Source: an optimization exercise on an open RTL-to-GDS flow (aim: small area). Production flows keep margins and buffers that such runs may drop. Function was checked by simulation only, so behaviour that the tests miss may differ from the original. No activity file was given, so power comes from the tool's default toggle rates.

--- design/flow/run.sh ---
#!/bin/bash
# synth_recipe.tcl (not shown) runs the flow's synth.tcl, then flattens the netlist and writes it again
# the make line also repeats each setting of config.mk as NAME=value (left out here)
make -C /OpenROAD-flow-scripts/flow DESIGN_CONFIG=/design/flow/config.mk WORK_HOME=/design/flow/orfs CLKGATE_MAP_FILE= SYNTH_SCRIPT=/design/flow/synth_recipe.tcl finish
--- design/flow/config.mk ---
export PLATFORM = sky130hd
export DESIGN_NAME = sd_dump_top
export DESIGN_NICKNAME = sd_dump_top
export VERILOG_FILES = /design/flow/design.v
export SDC_FILE = /design/flow/constraint.sdc
export NUM_CORES = 4
export LEC_CHECK = 0
export CAP_MARGIN = 20
export CORE_MARGIN = 2
export CORE_UTILIZATION = 70
export CTS_BUF_LIST = sky130_fd_sc_hd__clkbuf_4 sky130_fd_sc_hd__clkbuf_8
export CTS_CLUSTER_SIZE = 20
export PLACE_DENSITY = 0.75
export SLEW_MARGIN = 20
export SYNTH_MEMORY_MAX_BITS = 8192
--- design/flow/constraint.sdc ---
create_clock -name core_clock -period 10.0 [get_ports {clk}]
set_input_delay 2.0000 -clock core_clock [delete_from_list [all_inputs] [get_ports {clk}]]
set_output_delay 2.0000 -clock core_clock [all_outputs]
set_load 0.01 [all_outputs]
--- design/flow/design.v ---
package sd_test_pkg;
   typedef logic [7:0]  sd_byte_t;
   typedef logic [8:0]  sd_index_t;
   typedef logic [31:0] sd_addr_t;
   typedef logic [5:0]  sd_cmd_t;
   localparam sd_cmd_t CMD_GO_IDLE     = 6'd0;
   localparam sd_cmd_t CMD_SEND_OP     = 6'd1;
   localparam sd_cmd_t CMD_READ_BLOCK  = 6'd17;
   localparam sd_cmd_t CMD_WRITE_BLOCK = 6'd24;
   localparam sd_byte_t DATA_TOKEN = 8'hFE;
   typedef enum logic [3:0] {
      WAIT_INIT,
      SEND_BYTE,
      WAIT_UART,
      NEXT_BYTE,
      PATCH_BYTE,
      WRITE_BACK,
      WAIT_WRITE,
      RELOAD,
      WAIT_READ,
      STOP
   } seq_state_t;
endpackage
`timescale 1ns/100ps
module sd_dump_top (
   input  logic clk,
   input  logic reset,
   output logic uart_txd,
   output logic sd_cs,
   output logic sd_sclk,
   output logic sd_mosi,
   input  logic sd_miso,
   output logic done,
   output logic sd_error
);
   typedef enum logic [3:0] {
      S_PWR,      
      S_CMD,      
      S_R1,       
      S_TOK,      
      S_RD,       
      S_INS,      
      S_UW,       
      S_UT,       
      S_WTOK,     
      S_WW,       
      S_WG,       
      S_WS,       
      S_WCRC,     
      S_BUSY,     
      S_DONE,
      S_ERR
   } state_t;
   state_t      state;
   logic [8:0]  ph;        
   logic [9:0]  k;         
   logic [1:0]  cmd;       
   logic        pass2;     
   logic        act;       
   logic [7:0]  sr;        
   logic [4095:0] line;
   logic        tick;      
   logic        slot;      
   logic        uwin;      
   logic [7:0]  line_out;
   logic [5:0]  cmd_idx;
   assign tick     = (ph[4:0] == 5'd31);
   assign uwin     = tick && ph[5];
   assign slot     = (ph == {k[8] ^ k[0], k[7:0]});
   assign line_out = line[4095:4088];
   always_comb begin
      case (cmd)
         2'd0:    cmd_idx = 6'd0;
         2'd1:    cmd_idx = 6'd1;
         2'd2:    cmd_idx = 6'd17;
         default: cmd_idx = 6'd24;
      endcase
   end
   always_ff @(posedge clk) begin
      line <= {line[4087:0], (state == S_INS && slot) ? sr : line_out};
   end
   always_ff @(posedge clk) begin
      if (reset) begin
         ph       <= '0;
         state    <= S_PWR;
         k        <= '0;
         cmd      <= 2'd0;
         pass2    <= 1'b0;
         act      <= 1'b1;
         sr       <= 8'hFF;
         sd_sclk  <= 1'b0;
         sd_cs    <= 1'b1;
         uart_txd <= 1'b1;
         done     <= 1'b0;
         sd_error <= 1'b0;
      end else begin
         ph <= ph + 9'd1;
         sd_sclk <= act && !ph[1];
         if (act && ph[1:0] == 2'd2) begin
            sr <= {sr[6:0], sd_miso};
         end
         if (state == S_UT) begin
            case (ph[5:2])
               4'd0:    uart_txd <= 1'b0;
               4'd1:    uart_txd <= sr[0];
               4'd2:    uart_txd <= sr[1];
               4'd3:    uart_txd <= sr[2];
               4'd4:    uart_txd <= sr[3];
               4'd5:    uart_txd <= sr[4];
               4'd6:    uart_txd <= sr[5];
               4'd7:    uart_txd <= sr[6];
               4'd8:    uart_txd <= sr[7];
               default: uart_txd <= 1'b1;
            endcase
         end else begin
            uart_txd <= 1'b1;
         end
         case (state)
            S_PWR: if (tick) begin
               sr <= 8'hFF;
               k  <= k + 10'd1;
               if (k[3:0] == 4'd9) begin
                  k     <= '0;
                  sd_cs <= 1'b0;
                  state <= S_CMD;
               end
            end
            S_CMD: if (tick) begin
               k <= k + 10'd1;
               case (k[2:0])
                  3'd0:    sr <= {2'b01, cmd_idx};
                  3'd5:    sr <= 8'h95;
                  3'd6: begin
                     sr    <= 8'hFF;
                     state <= S_R1;
                  end
                  default: sr <= 8'h00;
               endcase
            end
            S_R1: if (tick) begin
               sr <= 8'hFF;
               k  <= '0;
               if (sr != 8'hFF) begin
                  case (cmd)
                     2'd0: begin
                        if (sr == 8'h01) cmd <= 2'd1;
                        state <= S_CMD;
                     end
                     2'd1: begin
                        if (sr == 8'h00) begin
                           cmd   <= 2'd2;
                           state <= S_CMD;
                        end else if (sr == 8'h01) begin
                           state <= S_CMD;
                        end else begin
                           state <= S_ERR;
                        end
                     end
                     2'd2: state <= (sr == 8'h00) ? S_TOK : S_ERR;
                     default: begin
                        sr    <= 8'hFE;
                        state <= (sr == 8'h00) ? S_WTOK : S_ERR;
                     end
                  endcase
               end
            end
            S_TOK: if (tick) begin
               sr <= 8'hFF;
               if (sr == 8'hFE) begin
                  k     <= '0;
                  state <= S_RD;
               end else if (sr != 8'hFF) begin
                  state <= S_ERR;
               end
            end
            S_RD: if (tick) begin
               if (!k[9]) begin
                  act   <= 1'b0;
                  state <= pass2 ? S_UW : S_INS;
               end else begin
                  sr <= 8'hFF;
                  k  <= k + 10'd1;
                  if (k[0]) begin
                     if (pass2) begin
                        act   <= 1'b0;
                        sd_cs <= 1'b1;
                        done  <= 1'b1;
                        state <= S_DONE;
                     end else begin
                        k     <= '0;
                        cmd   <= 2'd3;
                        state <= S_CMD;
                     end
                  end
               end
            end
            S_INS: if (slot) state <= S_UW;
            S_UW:  if (uwin) state <= S_UT;
            S_UT:  if (uwin) begin
               act   <= 1'b1;
               sr    <= 8'hFF;
               k     <= k + 10'd1;
               state <= S_RD;
            end
            S_WTOK: if (tick) begin
               act   <= 1'b0;
               k     <= '0;
               state <= S_WW;
            end
            S_WW: if (slot) begin
               sr    <= line_out | {8{k[8:0] == 9'd255}};
               state <= S_WG;
            end
            S_WG: if (tick) begin
               act   <= 1'b1;
               state <= S_WS;
            end
            S_WS: if (tick) begin
               k <= k + 10'd1;
               if (k[8:0] == 9'd511) begin
                  sr    <= 8'hFF;
                  state <= S_WCRC;
               end else begin
                  act   <= 1'b0;
                  state <= S_WW;
               end
            end
            S_WCRC: if (tick) begin
               sr <= 8'hFF;
               k  <= k + 10'd1;
               if (k[1]) begin
                  state <= (sr[4:0] == 5'b00101) ? S_BUSY : S_ERR;
               end
            end
            S_BUSY: if (tick) begin
               sr <= 8'hFF;
               if (sr == 8'hFF) begin
                  k     <= '0;
                  cmd   <= 2'd2;
                  pass2 <= 1'b1;
                  state <= S_CMD;
               end
            end
            S_ERR: begin
               act      <= 1'b0;
               sd_error <= 1'b1;
            end
            default: ;
         endcase
      end
   end
   assign sd_mosi = sr[7];
endmodule
==> flow_metrics.tcl, run 1 <==
set metrics [dict create \
    path_delay_family "buffers and inverters" \
    die_h_um 353 \
    p_leak_uw 0.0405 \
    post_cts_resized 0 \
    rsz0062_at_grt "no" \
    drt_wl_total_mm 110 \
    hold_start "line[3127]" \
    finalCriticalPeriod_ns 4.07 \
    route.detailed.drc 0 \
    yosysSeqAreaShare_pct 96.9 \
    dp_hpwl_mm 39.9 \
    place.gp.congestion 0.841 \
    yosys_warnings 1 \
    setup_viol 0 \
    area_delta_synth_final_pct 16.1 \
    worstPathBufferInverterCount 1 \
    hp-class "register to register" \
    crit_path_max_incr_delay_ns 0.61 \
    dpl_worst_slack_ns 6.33 \
    layout_setup_ws_ns 5.93 \
    firstDrtPassIters 6 \
    fin_skew_ns 0.0673 \
    syn_inst 4533 \
    worstSkewPairLatency_ns 1.00 \
    crit_start "sr[7]" \
    maxSlewViolCount 0 \
    cts-root-buf "clkbuf_8" \
    ys.flop_type "dfxtp_1" \
    maxCapViolCount 0 \
    die_area_um2 125000 \
    min_period_over_period_pct 40.7 \
    cp_slowest_cell "clkdlybuf4s50_1" \
    avgSynthCellArea_um2 18.8 \
    critPathArrivalTime_ns 2.07 \
    regToRegStartpoint "ph[1]" \
    synth_seq_cells 4136 \
    vias 31200 \
    clock.fmax_mhz 246 \
    power.density_nw_per_um2 298 \
    synth-edff-count 0 \
    status "timing/DRC/antenna clean" \
    synthArstFlopShare_pct 0 \
    rows 128 \
    clk_pin_slew_ns 0.11 \
    overflow 0 \
    cts_sinks 4136 \
    portBuffers 8 \
    pin_count 9 \
    max_slew_margin_pct 27.0 \
    syn-num-nets 4550 \
    final_cell_mix "4134 x dfxtp_1, 710 x clkbuf_8, 192 x clkbuf_4" \
    ant_nets 0 \
    grt_antenna_before_repair 3 \
    core-area_um2 121000 \
    initial_core_util_pct 70.4 \
    drive_gt1_share_pct 18.3 \
    grt_pass1_wl_mm 182 \
    syn_area_um2 85400 \
    wire_per_inst_um 15.5 \
    cts_buffers 574 \
    grt_util_all_layers_pct 18.2 \
    clock_path_buffers 4 \
    cp.required_ns 8.00 \
    grt_max_degree 39 \
    critPathMaxFanout 7 \
    start_kind "register" \
    mostFrequentLayoutCell "dfxtp_1" \
    worst_ir_drop_vdd_mv 0.204 \
    drt_iter0_markers 1527 \
    synthDistinctLibCells 79 \
    die_x_um 353 \
    path_cells "clkdlybuf4s50_1" \
    cts_hold_buffers 0 \
    worstSetupPathType "register to primary output" \
    grt_pass1_vias 35000 \
    final.setup.tns_ns 0 \
    endpoint_kind "primary output" \
    viasPerCell 4.39 \
    htreeDepth 6 \
    worst_pin_slew_ns 1.09 \
    nets 5105 \
    cts_tree "yes" \
    cts_setup_buffers 0 \
    hold_viol 0 \
]
cell usage after synthesis, types with 9 or more instances:
cell type / number / share of area, %
a21oi_1: 32 / 0.19
buf_2: 18 / 0.11
clkbuf_1: 9 / 0.040
dfxtp_1: 4136 / 97
ha_1: 14 / 0.21
inv_1: 18 / 0.079
mux2i_1: 11 / 0.13
nand2_1: 32 / 0.14
nand3_1: 16 / 0.094
nor2_1: 35 / 0.15
nor2b_1: 13 / 0.095
nor3_1: 15 / 0.088
o21ai_0: 21 / 0.12
o22ai_1: 9 / 0.066
xor2_1: 15 / 0.15
per-stage QoR:
stage	cells	utilization, %	hold WS, ns	total power [uW]	area, um^2
floorplan	4533	-	0.310	16900	85400
global placement	6137	72.0	0.310	16900	87400
detailed placement	6137	72.0	0.312	16900	87400
CTS	7103	81.7	0.284	29900	99100
global route	7109	81.7	0.278	30500	99200
finish	7109	81.7	0.262	29500	99200
metal layers:
layer  share of wire, %  GRT usage [%]
met1                 47           24.8
met2                 46           27.7
met3                4.1           4.83
met4                2.4           8.07
met5                  0              0
final cells by class:
class,count,area (um^2)
Fill cell,5373,22200
Antenna cell,6,15.0
Timing Repair Buffer,10,95.1
Clock inverter,64,512
Clock buffer,902,11200
Multi-Input combinational cell,348,2420
Inverter,18,67.6
Tap cell,1625,2030
Sequential cell,4136,82800
power by group:
group	leakage (uW)	switching, uW	total [uW]	internal [uW]
registers	0.0333	3.30	16500	16500
clock network	0.00621	5800	13000	7210
logic	0.00104	13.8	21.9	8.06
total	0.0405	5820	29500	23700
state kept, by name, indices dropped and copies added (netlist names):
register  cells
uart_txd      1
done          1
line       4096
sd_sclk       1
sd_error      1
ph            9
cmd           2
sr            8
sd_cs         1
k            10
act           1
state         4
pass2         1
worst paths after layout:
| check | endpoint | slack (ns) | depth (start not counted) |
|---|---|---|---|
| min reg2reg | line[3135] | 0.26 | 0 |
| min | line[3135] | 0.26 | 0 |
| max reg2reg | state[0] | 6.54 | 9 |
| max | sd_mosi | 5.93 | 1 |
cell families (layout without fill, tap and decap cells):
group / after synthesis / in the layout / share of synthesized area (%)
mux: 21 / 21 / 0.278
flops: 4136 / 4136 / 96.9
fa+ha+maj: 14 / 14 / 0.205
compound gates: 121 / 121 / 1.01
simple gates: 173 / 173 / 1.14
xor+xnor: 19 / 19 / 0.195
other cells: 0 / 6 / 0
buf+inv: 49 / 994 / 0.255
==> run 2, diff against run 1 <==
==> design/flow/flow/run.sh (new file) <==
#!/bin/bash
# The standard layout (standard.sh) with clock tree synthesis told not to add dummy
# loads and to cluster the flip-flops under small leaf buffers.
set -euo pipefail
cd "$(dirname "$0")/.."
source flow/cts_args.sh
export CTS_ARGS
bash standard.sh > flow_make.log 2>&1
==> design/flow/flow/cts_args.sh (new file) <==
CTS_ARGS="-sink_clustering_enable -repair_clock_nets -dont_use_dummy_load -sink_clustering_size 14 -sink_clustering_max_diameter 40 -buf_list {sky130_fd_sc_hd__clkbuf_8}"
==> design/flow/standard.sh (new file) <==
#!/bin/bash
# synth_recipe.tcl (not shown) runs the flow's synth.tcl, then flattens the netlist and writes it again
# the make line also repeats each setting of config.mk as NAME=value (left out here)
make -C /OpenROAD-flow-scripts/flow DESIGN_CONFIG=/design/flow/config.mk WORK_HOME=/design/flow/orfs CLKGATE_MAP_FILE= SYNTH_SCRIPT=/design/flow/synth_recipe.tcl "${@:-finish}"
--- a/design/flow/config.mk
+++ b/design/flow/config.mk
@@ -8,8 +8,6 @@
 export CAP_MARGIN = 20
 export CORE_MARGIN = 2
 export CORE_UTILIZATION = 70
-export CTS_BUF_LIST = sky130_fd_sc_hd__clkbuf_4 sky130_fd_sc_hd__clkbuf_8
-export CTS_CLUSTER_SIZE = 20
 export PLACE_DENSITY = 0.75
 export SLEW_MARGIN = 20
 export SYNTH_MEMORY_MAX_BITS = 8192
removed: design/flow/run.sh
==> flow_metrics.tcl, run 2 <==
set metrics [dict create \
    avgSynthCellArea_um2 18.8 \
    cts_hold_buffers 0 \
    fin_util_pct 76.0 \
    post_cts_resized 0 \
    pin_count 9 \
    clock_path_buffers 4 \
    largest_reg_flops 4096 \
    grt_pass1_vias 30100 \
    synth-edff-count 0 \
    maxSlewViolCount 0 \
    cts_buffers 355 \
    cts_sinks 4136 \
    critPathMaxFanout 7 \
    mostFrequentLayoutCell "dfxtp_1" \
    final.setup.tns_ns 0 \
    synth_xor_area_share_pct 0.195 \
    die_x_um 353 \
    die_h_um 353 \
    worstSkewPairLatency_ns 0.94 \
    total_power_uw 24200 \
    path_cells "clkdlybuf4s50_1" \
    route.detailed.drc 0 \
    initial_core_util_pct 70.4 \
    vias 28600 \
    synthArstFlopShare_pct 0 \
    die_area_um2 125000 \
    dp_hpwl_mm 39.9 \
    cts-root-buf "clkbuf_8" \
    hp-class "register to register" \
    nets 4886 \
    worst_ir_drop_vdd_mv 0.180 \
    path_delay_family "buffers and inverters" \
    place.gp.congestion 0.841 \
    synthDistinctLibCells 79 \
    synth-compound-area-share_pct 1.01 \
    worst_pin_slew_ns 1.11 \
    power.density_nw_per_um2 262 \
    drt_iter0_markers 1381 \
    maxCapViolCount 0 \
    clk_pin_slew_ns 0.08 \
    ys.flop_type "dfxtp_1" \
    syn_inst 4533 \
    overflow 0 \
    synth_area_leaders "dfxtp_1 97%, ha_1 0.21%, a21oi_1 0.19%" \
    yosys_warnings 1 \
    clock.fmax_mhz 247 \
    critPathArrivalTime_ns 2.05 \
    worstSetupPathType "register to primary output" \
    drt_wl_total_mm 88.7 \
    grt_util_all_layers_pct 14.9 \
    wire_per_inst_um 13.7 \
    p_leak_uw 0.0369 \
    htreeDepth 5 \
    status "timing/DRC/antenna clean" \
    grt_antenna_before_repair 1 \
    synth-simple-area-share_pct 1.14 \
    syn_area_um2 85400 \
    syn-num-nets 4550 \
    min_period_over_period_pct 40.5 \
    firstDrtPassIters 5 \
    area_delta_synth_final_pct 8.04 \
    final_cell_mix "4134 x dfxtp_1, 355 x clkbuf_8, 35 x nor2_1" \
    rsz0062_at_grt "no" \
    reg_top3 "line: 4096 flops, k: 10 flops, ph: 9 flops" \
    cp.required_ns 8.00 \
    synth.area.mux_share_pct 0.278 \
    grt_pass1_wl_mm 152 \
    endpoint_kind "primary output" \
    viasPerCell 4.40 \
    synth_seq_cells 4136 \
    portBuffers 8 \
    cp_slowest_cell "clkdlybuf4s50_1" \
    yosysTopAreaCell "dfxtp_1" \
    yosysSeqAreaShare_pct 96.9 \
    rows 128 \
    synth_top_family_by_area "simple AND/OR/NAND/NOR gates" \
    synth_top_area_share_pct 96.9 \
    synth-adder-area-share_pct 0.205 \
    core-area_um2 121000 \
    synthMostInstantiatedCell "dfxtp_1" \
    ant_nets 0 \
    hold_viol 0 \
    cts_setup_buffers 0 \
    top_register "line" \
    setup_viol 0 \
    max_slew_margin_pct 25.7 \
    grt_max_degree 39 \
    worstPathBufferInverterCount 1 \
    synth_commonest_cells "4136 x dfxtp_1, 35 x nor2_1, 32 x a21oi_1, 32 x nand2_1, 21 x o21ai_0" \
    fin_skew_ns 0.0709 \
    start_kind "register" \
    cts_tree "yes" \
    crit_path_max_incr_delay_ns 0.60 \
    finalCriticalPeriod_ns 4.05 \
    drive_gt1_share_pct 8.07 \
]
==> run 2: cell types whose count changed in the layout (fill, tap and decap cells not counted), sizes merged <==
cell	delta
bufinv	-4
clkbuf	-547
clkinv	-31
clkinvlp	-21
diode	-5
inv	-8
==> run 2: power by group <==
group | internal (uW) | switching (uW) | leakage, uW | total, uW
Sequential | 16500 | 3.34 | 0.0333 | 16500
Clock | 3180 | 4560 | 0.00255 | 7740
Combinational | 8.05 | 13.4 | 0.00104 | 21.5
Total | 19600 | 4580 | 0.0369 | 24200
==> run 2: area by class of cell <==
cell class	instances	area, um^2
antenna	1	2.50
inverter	18	67.6
sequential	4136	82800
tap	1625	2030
timing repair buffer	10	95.1
fill	6664	29100
clock buffer	355	4890
multi-input combinational	348	2420
==> run 2: logic make-up (layout without fill, tap and decap cells) <==
family	Yosys count	count (layout)
AOI/OAI and AO/OA	121	121
xor gates and xnor gates	19	19
adders and majority gates	14	14
buffers and inverters	49	383
DFF	4136	4136
muxes	21	21
other	0	1
and+or+nand+nor	173	173
==> run 2: metal layers <==
metal / up-vias / GRT usage, % / share of wire [%]
li1: 14600 / - / -
met1: 13200 / 23.2 / 54
met2: 496 / 19.5 / 38
met3: 290 / 3.52 / 4.0
met4: 0 / 7.44 / 3.7
met5: - / 0 / 0
==> run 2: per-stage QoR <==
stage                     area (um^2)  setup WS, ns  hold WS [ns]  std cells
after global placement          87400          6.38         0.310       6137
after global routing            92300          5.82         0.258       6493
final                           92300          5.95         0.255       6493
after detailed placement        87400          6.33         0.312       6137
after floorplan                 85400          7.08         0.310       4533
after CTS                       92300          5.84         0.255       6492
==> run 2: path summary, 6_finish.rpt <==
path / startpoint / endpoint / slack [ns] / cells past startpoint
hold / removal: line[570] / line[578] / 0.25 / 0
hold reg to reg: line[570] / line[578] / 0.25 / 0
setup reg to reg: ph[1] / state[0] / 6.46 / 9
setup / recovery: sr[7] / sd_mosi / 5.95 / 1
==> run 3, diff against run 2 <==
==> design/flow/flow/cts_args.sh (replaced) <==
CTS_ARGS="-sink_clustering_enable -repair_clock_nets -dont_use_dummy_load -sink_clustering_size 20 -sink_clustering_max_diameter 50 -buf_list {sky130_fd_sc_hd__clkbuf_8}"
==> flow_metrics.tcl, run 3 <==
set metrics [dict create \
    status "timing/DRC/antenna clean" \
    grt_pass1_wl_mm 142 \
    min_period_over_period_pct 39.9 \
    maxSlewViolCount 0 \
    synth_top_area_share_pct 96.9 \
    drt_iter0_markers 1468 \
    synthDistinctLibCells 79 \
    synth_commonest_cells "4136 x dfxtp_1, 35 x nor2_1, 32 x a21oi_1, 32 x nand2_1, 21 x o21ai_0" \
    grt_antenna_before_repair 2 \
    drt_wl_total_mm 83.4 \
    max_slew_margin_pct 28.4 \
    syn_inst 4533 \
    hp-class "register to register" \
    wire_per_inst_um 13.1 \
    route.detailed.drc 0 \
    portBuffers 8 \
    clk_pin_slew_ns 0.11 \
    post_cts_resized 0 \
    cts_buffers 230 \
    core-area_um2 121000 \
    path_cells "clkdlybuf4s50_1" \
    clock_path_buffers 3 \
    hold_viol 0 \
    p_leak_uw 0.0360 \
    rsz0062_at_grt "no" \
    post-place-cells 6137 \
    mostFrequentLayoutCell "dfxtp_1" \
    final.setup.tns_ns 0 \
    vias 27800 \
    worst_ir_drop_vdd_mv 0.179 \
    viasPerCell 4.36 \
    worstPathBufferInverterCount 1 \
    die_area_um2 125000 \
    syn-num-nets 4550 \
    cp.required_ns 8.00 \
    synthMostInstantiatedCell "dfxtp_1" \
    reg_top3 "line: 4096 flops, k: 10 flops, ph: 9 flops" \
    grt_util_all_layers_pct 13.8 \
    crit_path_max_incr_delay_ns 0.61 \
    htreeDepth 4 \
    cts_setup_buffers 0 \
    fin_skew_ns 0.0649 \
    finalCriticalPeriod_ns 3.99 \
    cts_sinks 4136 \
    layoutNonFillerInstCount 6369 \
    fillers 6962 \
    multiInputGateArea_um2 2420 \
    final_cell_mix "4134 x dfxtp_1, 230 x clkbuf_8, 35 x nor2_1" \
    path_delay_family "buffers and inverters" \
    place.gp.congestion 0.841 \
    die_h_um 353 \
    worstSetupPathType "register to primary output" \
    synth_seq_cells 4136 \
    maxCapViolCount 0 \
    regArea_um2 82800 \
    cts_hold_buffers 0 \
    cp_slowest_cell "clkdlybuf4s50_1" \
    top_register "line" \
    start_kind "register" \
    largest_reg_flops 4096 \
    pin_count 9 \
    grt_max_degree 39 \
    area_delta_synth_final_pct 6.03 \
    ys.flop_type "dfxtp_1" \
    drive_gt1_share_pct 5.65 \
    power.density_nw_per_um2 252 \
    cts_tree "yes" \
    yosys_warnings 1 \
    worstSkewPairLatency_ns 0.90 \
    endpoint_kind "primary output" \
    setup_viol 0 \
    ant_nets 0 \
    die_x_um 353 \
    worst_pin_slew_ns 1.07 \
    dp_hpwl_mm 39.9 \
    critPathArrivalTime_ns 1.99 \
    overflow 0 \
    initial_core_util_pct 70.4 \
    critPathMaxFanout 7 \
    syn_area_um2 85400 \
    rows 128 \
    cts-root-buf "clkbuf_8" \
    firstDrtPassIters 5 \
    synthArstFlopShare_pct 0 \
    reg2reg_setup_slack_ns 6.51 \
    avgSynthCellArea_um2 18.8 \
    synth_area_leaders "dfxtp_1 97%, ha_1 0.21%, a21oi_1 0.19%" \
    yosysSeqAreaShare_pct 96.9 \
    synth-edff-count 0 \
    grt_pass1_vias 28100 \
    yosysTopAreaCell "dfxtp_1" \
    clock.fmax_mhz 251 \
    nets 4761 \
]
## run 3: power by group
group / total, uW / internal [uW] / leakage (uW) / switching [uW]
Combinational: 21.6 / 8.05 / 0.00104 / 13.6
Sequential: 16500 / 16500 / 0.0333 / 3.39
Clock: 6310 / 2070 / 0.00165 / 4240
## run 3: stage by stage
step	setup slack [ns]	total power, uW	utilization (%)	hold slack, ns	cell area, um^2
floorplan	7.08	16900	-	0.310	85400
global placement	6.38	16900	72.0	0.310	87400
detailed placement	6.33	16900	72.0	0.312	87400
CTS	5.89	23000	74.6	0.275	90600
global route	5.88	23600	74.6	0.271	90600
finish	6.01	22800	74.6	0.273	90600
## run 3: worst register-to-register path, stage by stage, from the launching register on
cell      delay [ns]
dfxtp_1         0.44
ha_1            0.22
and3_1          0.21
ha_1            0.83
nand2_1         0.28
nand3_1         0.17
o41ai_1         0.09
nor4_1          0.64
a21oi_1         0.15
a311oi_1        0.31
## run 3: cell families (layout without fill, tap and decap cells)
| logic type | Yosys count | in the layout | share of synthesized area (%) |
|---|---|---|---|
| multiplexers | 21 | 21 | 0.278 |
| AND/OR/NAND/NOR | 173 | 173 | 1.14 |
| XOR/XNOR | 19 | 19 | 0.195 |
| buffers and inverters | 49 | 258 | 0.255 |
| other | 0 | 2 | 0 |
| flip-flops | 4136 | 4136 | 96.9 |
| adder cells (fa/ha/maj) | 14 | 14 | 0.205 |
| AO/OA/AOI/OAI | 121 | 121 | 1.01 |
## run 3: path summary, 6_finish.rpt
kind                   start         end  depth (start not counted)
hold reg to reg   line[3481]  line[3489]                          0
setup reg to reg       ph[1]    state[0]                          9
hold / removal    line[3481]  line[3489]                          0
setup / recovery       sr[7]     sd_mosi                          1
## run 3: area by class of cell
type | count | share of cell area [%]
sequential | 4136 | 91.4
multi-input combinational | 348 | 2.67
tap | 1625 | 2.24
inverter | 18 | 0.0746
clock buffer | 230 | 3.49
antenna | 2 | 0.00552
timing repair buffer | 10 | 0.105
## run 3: layer usage
metal	share of wire, %	wire length (um)	track usage, %	vias up
met3	4.4	3670	3.36	238
li1	-	-	-	14300
met5	0	0	0	-
met4	3.1	2590	5.80	0
met2	36	29900	17.5	439
met1	57	47300	22.5	12800
==> run 4, diff against run 3 <==
==> design/flow/flow/cts_args.sh (replaced) <==
CTS_ARGS="-sink_clustering_enable -repair_clock_nets -dont_use_dummy_load -sink_clustering_size 22 -sink_clustering_max_diameter 50 -buf_list {sky130_fd_sc_hd__clkbuf_8}"
==> flow_metrics.tcl, run 4 <==
set metrics [dict create \
    status "timing/DRC/antenna clean" \
    syn_area_um2 85400 \
    p_leak_uw 0.0359 \
    cts_setup_buffers 0 \
    avgSynthCellArea_um2 18.8 \
    comb_power_share_pct 0.1 \
    reg_top3 "line: 4096 flops, k: 10 flops, ph: 9 flops" \
    maxSlewViolCount 0 \
    power_frac_seq_pct 72.8 \
    crit_start "sr[7]" \
    endpoint_kind "primary output" \
    synth-compound-area-share_pct 1.01 \
    syn-num-nets 4550 \
    ant_nets 0 \
    yosys_warnings 1 \
    grt_antenna_before_repair 1 \
    grt_max_degree 39 \
    fin_skew_ns 0.0718 \
    initial_core_util_pct 70.4 \
    ys.flop_type "dfxtp_1" \
    rsz0062_at_grt "no" \
    synth_commonest_cells "4136 x dfxtp_1, 35 x nor2_1, 32 x a21oi_1, 32 x nand2_1, 21 x o21ai_0" \
    final_area_um2 90400 \
    p_clk_share_pct 27.1 \
    htreeDepth 4 \
    yosysTopAreaCell "dfxtp_1" \
    grt_pass1_vias 27900 \
    clock.fmax_mhz 250 \
    rows 128 \
    start_kind "register" \
    max_slew_margin_pct 27.7 \
    setup_viol 0 \
    p_int_uw 18400 \
    path_cells "clkdlybuf4s50_1" \
    power.density_nw_per_um2 250 \
    area_delta_synth_final_pct 5.76 \
    synth_top_family_by_area "simple AND/OR/NAND/NOR gates" \
    critPathArrivalTime_ns 2.00 \
    clock_path_buffers 3 \
    dpl_worst_slack_ns 6.33 \
    multiInputGateArea_um2 2420 \
    drt_iter0_markers 1466 \
    die_area_um2 125000 \
    synthMostInstantiatedCell "dfxtp_1" \
    cts_tree "yes" \
    nets 4744 \
    hold_ws_ns 0.241 \
    synth.area.mux_share_pct 0.278 \
    largest_reg_flops 4096 \
    dp_hpwl_mm 39.9 \
    worstSetupPathType "register to primary output" \
    hold_viol 0 \
    die_x_um 353 \
    viasPerCell 4.36 \
    yosysSeqAreaShare_pct 96.9 \
    mostFrequentLayoutCell "dfxtp_1" \
    hold_start "line[2782]" \
    synth-adder-area-share_pct 0.205 \
    finalCriticalPeriod_ns 4.00 \
    netSwitchingPower_uw 4220 \
    regArea_um2 82800 \
    regToRegStartpoint "ph[1]" \
    drt_wl_total_mm 83.3 \
    cts_hold_buffers 0 \
    synthDistinctLibCells 79 \
    worstSkewPairLatency_ns 0.89 \
    clk_pin_slew_ns 0.11 \
    worst_pin_slew_ns 1.08 \
    vias 27700 \
    cts-root-buf "clkbuf_8" \
    firstDrtPassIters 7 \
    synth-edff-count 0 \
    cp.required_ns 8.00 \
    portBuffers 8 \
    grt_util_all_layers_pct 13.8 \
    cp_slowest_cell "clkdlybuf4s50_1" \
    synth_xor_area_share_pct 0.195 \
    synthArstFlopShare_pct 0 \
    top_register "line" \
    route.detailed.drc 0 \
    critPathMaxFanout 7 \
    grt_pass1_wl_mm 142 \
    core-area_um2 121000 \
    overflow 0 \
    dpl_cell_area_um2 87400 \
    drive_gt1_share_pct 5.31 \
    cts_sinks 4136 \
    synth_area_leaders "dfxtp_1 97%, ha_1 0.21%, a21oi_1 0.19%" \
    wire_per_inst_um 13.1 \
    final_cell_mix "4134 x dfxtp_1, 213 x clkbuf_8, 35 x nor2_1" \
    syn_inst 4533 \
    path_delay_family "buffers and inverters" \
    synth_seq_cells 4136 \
    synth-simple-area-share_pct 1.14 \
    die_h_um 353 \
    pin_count 9 \
    hp-class "register to register" \
    worstPathBufferInverterCount 1 \
    post_cts_resized 0 \
    synth_top_area_share_pct 96.9 \
    fillers 7003 \
    final.setup.tns_ns 0 \
    cts_buffers 213 \
    worst_ir_drop_vdd_mv 0.181 \
    min_period_over_period_pct 40.0 \
    place.gp.congestion 0.841 \
    maxCapViolCount 0 \
    crit_path_max_incr_delay_ns 0.61 \
    layout_setup_ws_ns 6.00 \
    switching_share_pct 18.6 \
]
[run 4: cell counts after synthesis]
Identical to the previous run, type by type.
[run 4: layer usage]
| metal | GRT usage [%] | part of all wire (%) |
|---|---|---|
| met1 | 22.5 | 56 |
| met2 | 17.5 | 36 |
| met3 | 3.37 | 4.5 |
| met4 | 5.92 | 3.0 |
| met5 | 0 | 0 |
[run 4: power by group through the flow]
stage / sequential, uW / clock [uW] / combinational, uW
finish: 16500 / 6130 / 21.5
floorplan: 16800 / 0 / 16.2
global placement: 16800 / 0 / 20.7
global route: 16500 / 6910 / 23.0
detailed placement: 16800 / 0 / 20.9
CTS: 16500 / 6360 / 21.1
[run 4: kinds of logic after synthesis]
family / after synthesis
flops: 4136
xor+xnor: 19
compound gates: 121
buf+inv: 49
mux: 21
simple gates: 173
fa+ha+maj: 14
[run 4: layout make-up]
| type | instances | share of cell area, % |
|---|---|---|
| Clock buffer | 213 | 3.24 |
| Sequential cell | 4136 | 91.6 |
| Antenna cell | 5 | 0.0138 |
| Tap cell | 1625 | 2.25 |
| Multi-Input combinational cell | 348 | 2.68 |
| Timing Repair Buffer | 10 | 0.105 |
| Inverter | 18 | 0.0748 |
[run 4: through the flow]
stage	total power (uW)	util, %	cells
global placement	16900	72.0	6137
detailed placement	16900	72.0	6137
CTS	22900	74.4	6350
global route	23400	74.4	6355
finish	22600	74.4	6355
floorplan	16900	-	4533
[run 4: path summary, 6_finish.rpt]
| kind | to | slack, ns | cells after the start |
|---|---|---|---|
| min | line[2790] | 0.24 | 0 |
| max | sd_mosi | 6.00 | 1 |
| min reg2reg | line[2790] | 0.24 | 0 |
| max reg2reg | state[0] | 6.49 | 9 |
[run 4: worst register-to-register path, delay by kind of cell (launching register included)]
family / cells / cell delay [ns]
simple gates: 4 / 1.33
fa+ha+maj: 2 / 1.06
compound gates: 3 / 0.56
flops: 1 / 0.44
==> run 5, diff against run 4 <==
==> design/flow/flow/cts_args.sh (replaced) <==
CTS_ARGS="-sink_clustering_enable -repair_clock_nets -dont_use_dummy_load -sink_clustering_size 30 -sink_clustering_max_diameter 50 -buf_list {sky130_fd_sc_hd__clkbuf_16}"
--- a/design/flow/config.mk
+++ b/design/flow/config.mk
@@ -7,7 +7,7 @@
 export LEC_CHECK = 0
 export CAP_MARGIN = 20
 export CORE_MARGIN = 2
-export CORE_UTILIZATION = 70
-export PLACE_DENSITY = 0.75
+export CORE_UTILIZATION = 72
+export PLACE_DENSITY = 0.8
 export SLEW_MARGIN = 20
 export SYNTH_MEMORY_MAX_BITS = 8192
==> flow_metrics.tcl, run 5 <==
set metrics [dict create \
    status "aborted with a tool error" \
    lastStage "4_1_cts" \
    error "[ERROR DPL-0033] detailed placement checks failed during check placement." \
    synthMostInstantiatedCell "dfxtp_1" \
    post_cts_resized 0 \
    clock_path_buffers 3 \
    synth-edff-count 0 \
    cts_hold_buffers 0 \
    synth_top_area_share_pct 96.9 \
    ys.flop_type "dfxtp_1" \
    yosysTopAreaCell "dfxtp_1" \
    synthDistinctLibCells 79 \
    synthArstFlopShare_pct 0 \
    synth_commonest_cells "4136 x dfxtp_1, 35 x nor2_1, 32 x a21oi_1, 32 x nand2_1, 21 x o21ai_0" \
    initial_core_util_pct 72.5 \
    die_h_um 348 \
    cts_buffers 180 \
    cts-root-buf "clkbuf_16" \
    portBuffers 8 \
    syn_area_um2 85400 \
    synth_area_leaders "dfxtp_1 97%, ha_1 0.21%, a21oi_1 0.19%" \
    syn-num-nets 4550 \
    pin_count 9 \
    cts_setup_buffers 0 \
    avgSynthCellArea_um2 18.8 \
    htreeDepth 4 \
    die_x_um 348 \
    cts_sinks 4136 \
    dp_hpwl_mm 56.4 \
    synth_seq_cells 4136 \
    place.gp.congestion 0.765 \
    yosysSeqAreaShare_pct 96.9 \
    dpl_worst_slack_ns 6.17 \
    rows 126 \
    yosys_warnings 1 \
    syn_inst 4533 \
]
## run 5: stage by stage
| stage | utilization (%) | hold slack, ns | cell area [um^2] | total power (uW) | instances |
|---|---|---|---|---|---|
| 2_1_floorplan | - | 0.310 | 85400 | 16900 | 4533 |
| 3_3_place_gp | 74.1 | 0.310 | 87300 | 16900 | 6052 |
| 3_5_place_dp | 74.1 | 0.312 | 87300 | 16900 | 6052 |
## run 5: worst min-delay path by stage
stage / slack [ns] / cells past startpoint / to
detailed placement: 0.31 / 0 / line[1025]
floorplan: 0.31 / 0 / line[1000]
global placement: 0.31 / 0 / line[4080]
## run 5: cell families after synthesis
| logic type | Yosys count | synth area share (%) |
|---|---|---|
| buffers and inverters | 49 | 0.255 |
| AND/OR/NAND/NOR | 173 | 1.14 |
| flip-flops | 4136 | 96.9 |
| multiplexers | 21 | 0.278 |
| XOR/XNOR | 19 | 0.195 |
| AO/OA/AOI/OAI | 121 | 1.01 |
| adder cells (fa/ha/maj) | 14 | 0.205 |
## run 5: power groups by stage
stage	Sequential [uW]	Clock, uW	Combinational, uW
3_5_place_dp	16800	0	22.7
3_3_place_gp	16800	0	23.0
2_1_floorplan	16800	0	16.2
==> run 6, diff against run 5 <==
--- a/design/flow/design.v
+++ b/design/flow/design.v
@@ -39,21 +39,21 @@
       S_R1,       
       S_TOK,      
       S_RD,       
+      S_RCRC,     
       S_INS,      
       S_UW,       
       S_UT,       
-      S_WTOK,     
       S_WW,       
       S_WG,       
       S_WS,       
       S_WCRC,     
       S_BUSY,     
-      S_DONE,
-      S_ERR
+      S_ERR,      
+      S_HALT      
    } state_t;
    state_t      state;
    logic [8:0]  ph;        
-   logic [9:0]  k;         
+   logic [8:0]  k;         
    logic [1:0]  cmd;       
    logic        pass2;     
    logic        act;       
@@ -118,7 +118,7 @@
          case (state)
             S_PWR: if (tick) begin
                sr <= 8'hFF;
-               k  <= k + 10'd1;
+               k  <= k + 9'd1;
                if (k[3:0] == 4'd9) begin
                   k     <= '0;
                   sd_cs <= 1'b0;
@@ -126,7 +126,7 @@
                end
             end
             S_CMD: if (tick) begin
-               k <= k + 10'd1;
+               k <= k + 9'd1;
                case (k[2:0])
                   3'd0:    sr <= {2'b01, cmd_idx};
                   3'd5:    sr <= 8'h95;
@@ -159,7 +159,8 @@
                      2'd2: state <= (sr == 8'h00) ? S_TOK : S_ERR;
                      default: begin
                         sr    <= 8'hFE;
-                        state <= (sr == 8'h00) ? S_WTOK : S_ERR;
+                        k     <= '1;
+                        state <= (sr == 8'h00) ? S_WCRC : S_ERR;
                      end
                   endcase
                end
@@ -174,23 +175,22 @@
                end
             end
             S_RD: if (tick) begin
-               if (!k[9]) begin
-                  act   <= 1'b0;
-                  state <= pass2 ? S_UW : S_INS;
-               end else begin
-                  sr <= 8'hFF;
-                  k  <= k + 10'd1;
-                  if (k[0]) begin
-                     if (pass2) begin
-                        act   <= 1'b0;
-                        sd_cs <= 1'b1;
-                        done  <= 1'b1;
-                        state <= S_DONE;
-                     end else begin
-                        k     <= '0;
-                        cmd   <= 2'd3;
-                        state <= S_CMD;
-                     end
+               act   <= 1'b0;
+               state <= pass2 ? S_UW : S_INS;
+            end
+            S_RCRC: if (tick) begin
+               sr <= 8'hFF;
+               k  <= k + 9'd1;
+               if (k[0]) begin
+                  k <= '0;
+                  if (pass2) begin
+                     act   <= 1'b0;
+                     sd_cs <= 1'b1;
+                     done  <= 1'b1;
+                     state <= S_HALT;
+                  end else begin
+                     cmd   <= 2'd3;
+                     state <= S_CMD;
                   end
                end
             end
@@ -199,13 +199,8 @@
             S_UT:  if (uwin) begin
                act   <= 1'b1;
                sr    <= 8'hFF;
-               k     <= k + 10'd1;
-               state <= S_RD;
-            end
-            S_WTOK: if (tick) begin
-               act   <= 1'b0;
-               k     <= '0;
-               state <= S_WW;
+               k     <= k + 9'd1;
+               state <= (k == 9'd511) ? S_RCRC : S_RD;
             end
             S_WW: if (slot) begin
                sr    <= line_out | {8{k[8:0] == 9'd255}};
@@ -216,7 +211,7 @@
                state <= S_WS;
             end
             S_WS: if (tick) begin
-               k <= k + 10'd1;
+               k <= k + 9'd1;
                if (k[8:0] == 9'd511) begin
                   sr    <= 8'hFF;
                   state <= S_WCRC;
@@ -227,8 +222,11 @@
             end
             S_WCRC: if (tick) begin
                sr <= 8'hFF;
-               k  <= k + 10'd1;
-               if (k[1]) begin
+               k  <= k + 9'd1;
+               if (k[8]) begin
+                  act   <= 1'b0;
+                  state <= S_WW;
+               end else if (k[1]) begin
                   state <= (sr[4:0] == 5'b00101) ? S_BUSY : S_ERR;
                end
             end
@@ -244,6 +242,7 @@
             S_ERR: begin
                act      <= 1'b0;
                sd_error <= 1'b1;
+               state    <= S_HALT;
             end
             default: ;
          endcase
==> design/flow/flow/run.sh (replaced) <==
#!/bin/bash
# Layout: the standard flow (standard.sh) with clock tree synthesis run without
# dummy loads and with larger sink clusters.  The attempts below go from the
# smallest clock tree to the safest; the first whose flip-flop clock pins all
# have a slew under CLK_SLEW_MAX (ns, measured on the finished layout) is kept.
# Each attempt's make output is in flow_attemptN.log, its ORFS logs in
# logs_attemptN/ when it is not the one kept.
set -uo pipefail
cd "$(dirname "$0")/.."
CLK_SLEW_MAX=0.118
# Port buffers: the smallest buffer is enough for these ports
export BUFFER_PORTS_ARGS="-buffer_cell sky130_fd_sc_hd__buf_1"
CTS_BASE="-sink_clustering_enable -repair_clock_nets -dont_use_dummy_load"
ATTEMPTS=(
  "CORE_UTILIZATION=70 PLACE_DENSITY=0.75|-sink_clustering_size 20 -sink_clustering_max_diameter 50 -buf_list {sky130_fd_sc_hd__clkbuf_8}"
  "CORE_UTILIZATION=70 PLACE_DENSITY=0.75|-sink_clustering_size 14 -sink_clustering_max_diameter 40 -buf_list {sky130_fd_sc_hd__clkbuf_8}"
  "CORE_UTILIZATION=60 PLACE_DENSITY=0.65|-sink_clustering_size 10 -sink_clustering_max_diameter 30 -buf_list {sky130_fd_sc_hd__clkbuf_8}"
)
n=0
last=$(( ${#ATTEMPTS[@]} - 1 ))
for a in "${ATTEMPTS[@]}"; do
  knobs=${a%%|*}
  cts=${a#*|}
  rm -rf orfs out/final.def
  echo "attempt $n: $knobs; CTS: $cts" | tee -a flow_attempts.txt
  if CTS_ARGS="$CTS_BASE $cts" bash standard.sh $knobs finish > flow_attempt$n.log 2>&1 \
     && [[ -f out/final.def ]]; then
    RES=orfs/results/sky130hd/sd_dump_top/base openroad -no_init -exit flow/clkslew.tcl \
      > clkslew_attempt$n.log 2>&1
    slew=$(sed -n 's/^CLKSLEW //p' clkslew_attempt$n.log)
    echo "attempt $n: clock-pin slew ${slew:-unknown}" | tee -a flow_attempts.txt
    if [[ -n "$slew" ]] && awk -v s="$slew" -v m="$CLK_SLEW_MAX" 'BEGIN{exit !(s < m)}'; then
      exit 0
    fi
    if [[ $n -eq $last ]]; then
      exit 0
    fi
  else
    echo "attempt $n: flow failed" | tee -a flow_attempts.txt
  fi
  [[ -d orfs/logs ]] && mv orfs/logs logs_attempt$n
  n=$((n + 1))
done
exit 1
==> design/flow/flow/clkslew.tcl (new file) <==
# Largest flip-flop clock-pin slew of the finished layout, in ns
read_liberty $::env(FLOW_HOME)/platforms/sky130hd/lib/sky130_fd_sc_hd__tt_025C_1v80.lib
read_db $::env(RES)/6_final.odb
read_sdc $::env(RES)/6_final.sdc
read_spef $::env(RES)/6_final.spef
set_propagated_clock [all_clocks]
set worst 0
foreach p [get_pins */CLK] {
  foreach pr {slew_max_rise slew_max_fall slew_min_rise slew_min_fall} {
    set v [get_property $p $pr]
    if {[string is double -strict $v] && $v > $worst} { set worst $v }
  }
}
puts "CLKSLEW $worst"
--- a/design/flow/config.mk
+++ b/design/flow/config.mk
@@ -7,7 +7,7 @@
 export LEC_CHECK = 0
 export CAP_MARGIN = 20
 export CORE_MARGIN = 2
-export CORE_UTILIZATION = 72
-export PLACE_DENSITY = 0.8
+export CORE_UTILIZATION = 70
+export PLACE_DENSITY = 0.75
 export SLEW_MARGIN = 20
 export SYNTH_MEMORY_MAX_BITS = 8192
removed: design/flow/flow/cts_args.sh
==> flow_metrics.tcl, run 6 <==
set metrics [dict create \
    core-area_um2 121000 \
    grt_pass1_vias 30600 \
    grt_util_all_layers_pct 16.2 \
    dpl_cell_area_um2 87300 \
    yosysSeqAreaShare_pct 97.0 \
    setup_viol 0 \
    cp_slowest_cell "dfxtp_1" \
    top_register "line" \
    mostFrequentLayoutCell "dfxtp_1" \
    yosysTopAreaCell "dfxtp_1" \
    cp.required_ns 8.00 \
    yosys_warnings 1 \
    avgSynthCellArea_um2 18.8 \
    maxCapViolCount 0 \
    clk_pin_slew_ns 0.08 \
    synthArstFlopShare_pct 0 \
    drt_wl_total_mm 98.4 \
    min_period_over_period_pct 37.3 \
    syn_inst 4538 \
    ys.flop_type "dfxtp_1" \
    syn_area_um2 85400 \
    worst_pin_slew_ns 1.09 \
    cp.depth 1 \
    drt_iter0_markers 1276 \
    cts_buffers 357 \
    worstSetupPathType "register to primary output" \
    place.gp.congestion 0.725 \
    ant_nets 0 \
    syn-num-nets 4554 \
    synthMostInstantiatedCell "dfxtp_1" \
    path_delay_family "flip-flops" \
    portBuffers 8 \
    critPathMaxFanout 7 \
    hold_viol 0 \
    synth_top_area_share_pct 97.0 \
    p_leak_uw 0.0367 \
    final_area_um2 92200 \
    cts_setup_buffers 0 \
    initial_core_util_pct 70.3 \
    route.detailed.drc 0 \
    die_area_um2 125000 \
    grt_antenna_before_repair 3 \
    fin_skew_ns 0.0745 \
    endpoint_kind "primary output" \
    max_slew_margin_pct 27.0 \
    cts_hold_buffers 0 \
    htreeDepth 5 \
    clock.fmax_mhz 268 \
    worstSkewPairLatency_ns 0.98 \
    cts_tree "yes" \
    die_h_um 353 \
    worstPathBufferInverterCount 1 \
    largest_reg_flops 4096 \
    synth_seq_cells 4135 \
    synth_commonest_cells "4135 x dfxtp_1, 42 x nor2_1, 35 x o21ai_0, 28 x nand2_1, 20 x a21oi_1" \
    pin_count 9 \
    hp-class "register to register" \
    power.density_nw_per_um2 264 \
    synth-edff-count 0 \
    synth_area_leaders "dfxtp_1 97%, o21ai_0 0.21%, ha_1 0.19%" \
    viasPerCell 4.42 \
    rsz0062_at_grt "no" \
    clock_path_buffers 4 \
    reg_top3 "line: 4096 flops, k: 9 flops, ph: 9 flops" \
    status "timing/DRC/antenna clean" \
    finalCriticalPeriod_ns 3.73 \
    maxSlewViolCount 0 \
    start_kind "register" \
    grt_max_degree 37 \
    drive_gt1_share_pct 7.92 \
    firstDrtPassIters 4 \
    crit_path_max_incr_delay_ns 0.56 \
    holdPathStages 0 \
    overflow 0 \
    worst_ir_drop_vdd_mv 0.197 \
    final_cell_mix "4135 x dfxtp_1, 357 x clkbuf_8, 42 x nor2_1" \
    path_cells "buf_1" \
    wire_per_inst_um 15.1 \
    die_x_um 353 \
    nets 4891 \
    dp_hpwl_mm 45.9 \
    cts-root-buf "clkbuf_8" \
    final.setup.tns_ns 0 \
    area_delta_synth_final_pct 8.01 \
    vias 28800 \
    cts_sinks 4135 \
    post_cts_resized 0 \
    critPathArrivalTime_ns 1.73 \
    synthDistinctLibCells 71 \
    grt_pass1_wl_mm 162 \
    r2r_cells 10 \
    rows 128 \
]
## run 6: cell types whose count changed after synthesis, moves of 5 or more
cell,change
a21oi_1,-12
a31oi_1,+8
buf_2,-5
clkbuf_1,+6
mux2_2,-7
mux2_4,+7
nor2_1,+7
nor4_1,-5
o21ai_0,+14
o22ai_1,-8
## run 6: worst paths after layout
kind         slack, ns      start         to
max               6.27      sr[7]    sd_mosi
min               0.27  line[197]  line[205]
max reg2reg       7.00      ph[1]   state[0]
min reg2reg       0.27  line[197]  line[205]
## run 6: power by group
part	switching [uW]	leakage, uW	internal (uW)
Clock	4610	0.00257	3190
Combinational	37.2	0.000875	22.2
Sequential	7.89	0.0333	16500
Total	4650	0.0367	19700
## run 6: layout make-up
| type | instances | area (um^2) |
|---|---|---|
| Timing Repair Buffer | 12 | 60.1 |
| Inverter | 15 | 56.3 |
| Sequential cell | 4135 | 82800 |
| Multi-Input combinational cell | 354 | 2370 |
| Fill cell | 6419 | 29200 |
| Clock buffer | 357 | 4910 |
| Antenna cell | 1 | 2.50 |
| Tap cell | 1625 | 2030 |
## run 6: cells by family (layout without fill, tap and decap cells)
logic type	after synthesis	after routing	share of synthesized area, %
AOI/OAI and AO/OA	129	129	1.02
DFF	4135	4135	97.0
adders and majority gates	13	13	0.191
muxes	18	18	0.274
buffers and inverters	49	384	0.265
other	0	1	0
xor gates and xnor gates	17	17	0.174
and+or+nand+nor	177	177	1.13
## run 6: routing by layer
metal	part of all wire (%)	GRT usage (%)
met1	51	24.3
met3	3.7	3.82
met2	42	22.7
met4	2.9	7.10
met5	0	0
## run 6: through the flow
stage	total power [uW]	setup slack (ns)	std cells	utilization (%)	hold WS (ns)
after detailed placement	16900	6.68	6141	71.9	0.312
after CTS	24600	6.13	6498	76.0	0.268
after global routing	25200	6.11	6499	76.0	0.265
after floorplan	16900	7.08	4538	-	0.310
final	24300	6.27	6499	76.0	0.272
after global placement	16900	6.66	6141	71.9	0.310
==> run 7, diff against run 6 <==
--- a/design/flow/flow/run.sh
+++ b/design/flow/flow/run.sh
@@ -7,11 +7,12 @@
 # logs_attemptN/ when it is not the one kept.
 set -uo pipefail
 cd "$(dirname "$0")/.."
-CLK_SLEW_MAX=0.118
+CLK_SLEW_MAX=0.124
 # Port buffers: the smallest buffer is enough for these ports
 export BUFFER_PORTS_ARGS="-buffer_cell sky130_fd_sc_hd__buf_1"
 CTS_BASE="-sink_clustering_enable -repair_clock_nets -dont_use_dummy_load"
 ATTEMPTS=(
+  "CORE_UTILIZATION=70 PLACE_DENSITY=0.75|-sink_clustering_size 22 -sink_clustering_max_diameter 50 -buf_list {sky130_fd_sc_hd__clkbuf_8}"
   "CORE_UTILIZATION=70 PLACE_DENSITY=0.75|-sink_clustering_size 20 -sink_clustering_max_diameter 50 -buf_list {sky130_fd_sc_hd__clkbuf_8}"
   "CORE_UTILIZATION=70 PLACE_DENSITY=0.75|-sink_clustering_size 14 -sink_clustering_max_diameter 40 -buf_list {sky130_fd_sc_hd__clkbuf_8}"
   "CORE_UTILIZATION=60 PLACE_DENSITY=0.65|-sink_clustering_size 10 -sink_clustering_max_diameter 30 -buf_list {sky130_fd_sc_hd__clkbuf_8}"
==> flow_metrics.tcl, run 7 <==
set metrics [dict create \
    status "timing/DRC/antenna clean" \
    clk_pin_slew_ns 0.10 \
    worstSkewPairLatency_ns 0.91 \
    cts_setup_buffers 0 \
    worst_ir_drop_vdd_mv 0.219 \
    ant_nets 0 \
    synth_top_area_share_pct 97.0 \
    regToRegStartpoint "ph[1]" \
    htreeDepth 4 \
    path_delay_family "flip-flops" \
    total_power_uw 22900 \
    grt_antenna_before_repair 4 \
    grt_pass1_wl_mm 156 \
    maxCapViolCount 0 \
    worstSetupPathType "register to primary output" \
    endpoint_kind "primary output" \
    overflow 0 \
    largest_reg_flops 4096 \
    synthArstFlopShare_pct 0 \
    synthMostInstantiatedCell "dfxtp_1" \
    clock.fmax_mhz 273 \
    firstDrtPassIters 4 \
    synth-edff-count 0 \
    core-area_um2 121000 \
    synthDistinctLibCells 71 \
    crit_start "sr[7]" \
    die_h_um 353 \
    hold_viol 0 \
    grt_util_all_layers_pct 15.5 \
    critPathArrivalTime_ns 1.67 \
    reg_top3 "line: 4096 flops, k: 9 flops, ph: 9 flops" \
    synth_seq_cells 4135 \
    area_delta_synth_final_pct 5.97 \
    pin_count 9 \
    top_register "line" \
    path_cells "buf_1" \
    crit_path_max_incr_delay_ns 0.57 \
    syn_area_um2 85400 \
    start_kind "register" \
    route.detailed.drc 0 \
    ys.flop_type "dfxtp_1" \
    min_period_over_period_pct 36.7 \
    rsz0062_at_grt "no" \
    hp-class "register to register" \
    dpl_worst_slack_ns 6.68 \
    fin_skew_ns 0.104 \
    cts_buffers 230 \
    worstPathBufferInverterCount 1 \
    setup_viol 0 \
    power.density_nw_per_um2 253 \
    yosysSeqAreaShare_pct 97.0 \
    rr_endpoint "state[0]" \
    critPathMaxFanout 7 \
    place.gp.congestion 0.725 \
    nets 4764 \
    finalCriticalPeriod_ns 3.67 \
    r2r_cells 10 \
    syn_inst 4538 \
    viasPerCell 4.39 \
    cts_hold_buffers 0 \
    max_slew_margin_pct 27.3 \
    cts_sinks 4135 \
    cp_slowest_cell "dfxtp_1" \
    grt_max_degree 37 \
    maxSlewViolCount 0 \
    drt_iter0_markers 1336 \
    die_x_um 353 \
    synth_commonest_cells "4135 x dfxtp_1, 42 x nor2_1, 35 x o21ai_0, 28 x nand2_1, 20 x a21oi_1" \
    post_cts_resized 0 \
    worst_pin_slew_ns 1.09 \
    portBuffers 8 \
    final_cell_mix "4135 x dfxtp_1, 230 x clkbuf_8, 42 x nor2_1" \
    mostFrequentLayoutCell "dfxtp_1" \
    rows 128 \
    cp.required_ns 8.00 \
    reg2reg_setup_slack_ns 6.98 \
    initial_core_util_pct 70.3 \
    die_area_um2 125000 \
    synth_area_leaders "dfxtp_1 97%, o21ai_0 0.21%, ha_1 0.19%" \
    syn-num-nets 4554 \
    drive_gt1_share_pct 5.46 \
    grt_pass1_vias 29000 \
    endpoint "sd_mosi" \
    cts_tree "yes" \
    cts-root-buf "clkbuf_8" \
    cp.depth 1 \
    yosys_warnings 1 \
    layout_setup_ws_ns 6.33 \
    final.setup.tns_ns 0 \
    dp_hpwl_mm 45.9 \
    vias 28000 \
    p_leak_uw 0.0358 \
    drt_wl_total_mm 95.1 \
    yosysTopAreaCell "dfxtp_1" \
    clock_path_buffers 3 \
    wire_per_inst_um 14.9 \
    avgSynthCellArea_um2 18.8 \
]
run 7: cell counts after synthesis:
No cell type changed its count.
run 7: worst min-delay path by stage:
stage | end | start | depth (start not counted)
after detailed placement | line[1382] | line[1374] | 0
final | line[138] | line[130] | 0
after global placement | line[92] | line[84] | 0
after floorplan | line[1000] | line[992] | 0
after global routing | line[4075] | line[4067] | 0
after CTS | line[138] | line[130] | 0
run 7: area by class of cell:
class	instances	area (um^2)
inverters	15	56.3
flip-flops and latches	4135	82800
well taps	1625	2030
clock buffers	230	3170
repair buffers	12	60.1
diodes	2	5.00
multi-input cells	354	2370
fillers	6707	30900
run 7: cell families after synthesis:
| logic type | after synthesis | share of synthesized area, % |
|---|---|---|
| AO/OA/AOI/OAI | 129 | 1.02 |
| flip-flops | 4135 | 97.0 |
| AND/OR/NAND/NOR | 177 | 1.13 |
| multiplexers | 18 | 0.274 |
| XOR/XNOR | 17 | 0.174 |
| buffers and inverters | 49 | 0.265 |
| adder cells (fa/ha/maj) | 13 | 0.191 |
run 7: layer usage:
metal,track usage [%],up-vias,share of wire (%)
met5,0,-,0
met3,3.54,170,3.7
met2,21.8,329,41
met4,5.28,0,2.3
li1,-,14400,-
met1,24.0,13100,53
run 7: report_power, final:
group	internal (uW)	total [uW]	leakage, uW	switching, uW
sequential	16500	16500	0.0333	7.93
combinational	22.2	59.5	0.000875	37.3
clock	2070	6370	0.00165	4300
total	18600	22900	0.0358	4350
run 7: stage by stage:
step | cell area, um^2 | util (%) | std cells | hold WS [ns]
floorplan | 85400 | - | 4538 | 0.310
global placement | 87300 | 71.9 | 6141 | 0.310
detailed placement | 87300 | 71.9 | 6141 | 0.312
CTS | 90500 | 74.5 | 6371 | 0.260
global route | 90500 | 74.5 | 6373 | 0.251
finish | 90500 | 74.5 | 6373 | 0.259

what the ideal ports hide:
The results above use ideal ports. As a check the final layouts listed here were re-extracted and re-timed, cells and wires unchanged.
Step 1 sets driving cells, clkbuf_16 on the clock port and buf_2 on the other inputs (assumed; they add their load-dependent delay and slew).
Step 2 adds t to the input delays and takes it off the output delays; t is the mean of the earliest and latest rising clock arrival at the registers after step 1. Input paths then give back, and output paths get back, about the clock's delay inside the block.
a / b / c = ideal ports / drivers / drivers and shift; a / b = the first two.
run	t, ns	slack for setup (ns)	hold slack, ns	worst setup path after step 2	worst data-port slew with drivers (ns)
run 1	1.034	5.933 / 5.862 / 6.171	0.262 / 0.262 / 0.262	input to register	0.03
run 2	0.988	5.945 / 5.877 / 6.305	0.255 / 0.255 / 0.255	input to register	0.03
run 3	0.937	6.015 / 5.947 / 6.258	0.273 / 0.273 / 0.273	input to register	0.03
run 4	0.949	6.001 / 5.933 / 6.289	0.241 / 0.241 / 0.241	input to register	0.03
run 6	0.997	6.269 / 6.201 / 6.528	0.272 / 0.272 / 0.272	input to register	0.17
run 7	0.946	6.330 / 6.261 / 6.541	0.259 / 0.259 / 0.259	input to register	0.16
After both steps setup and hold are still met in every run listed.
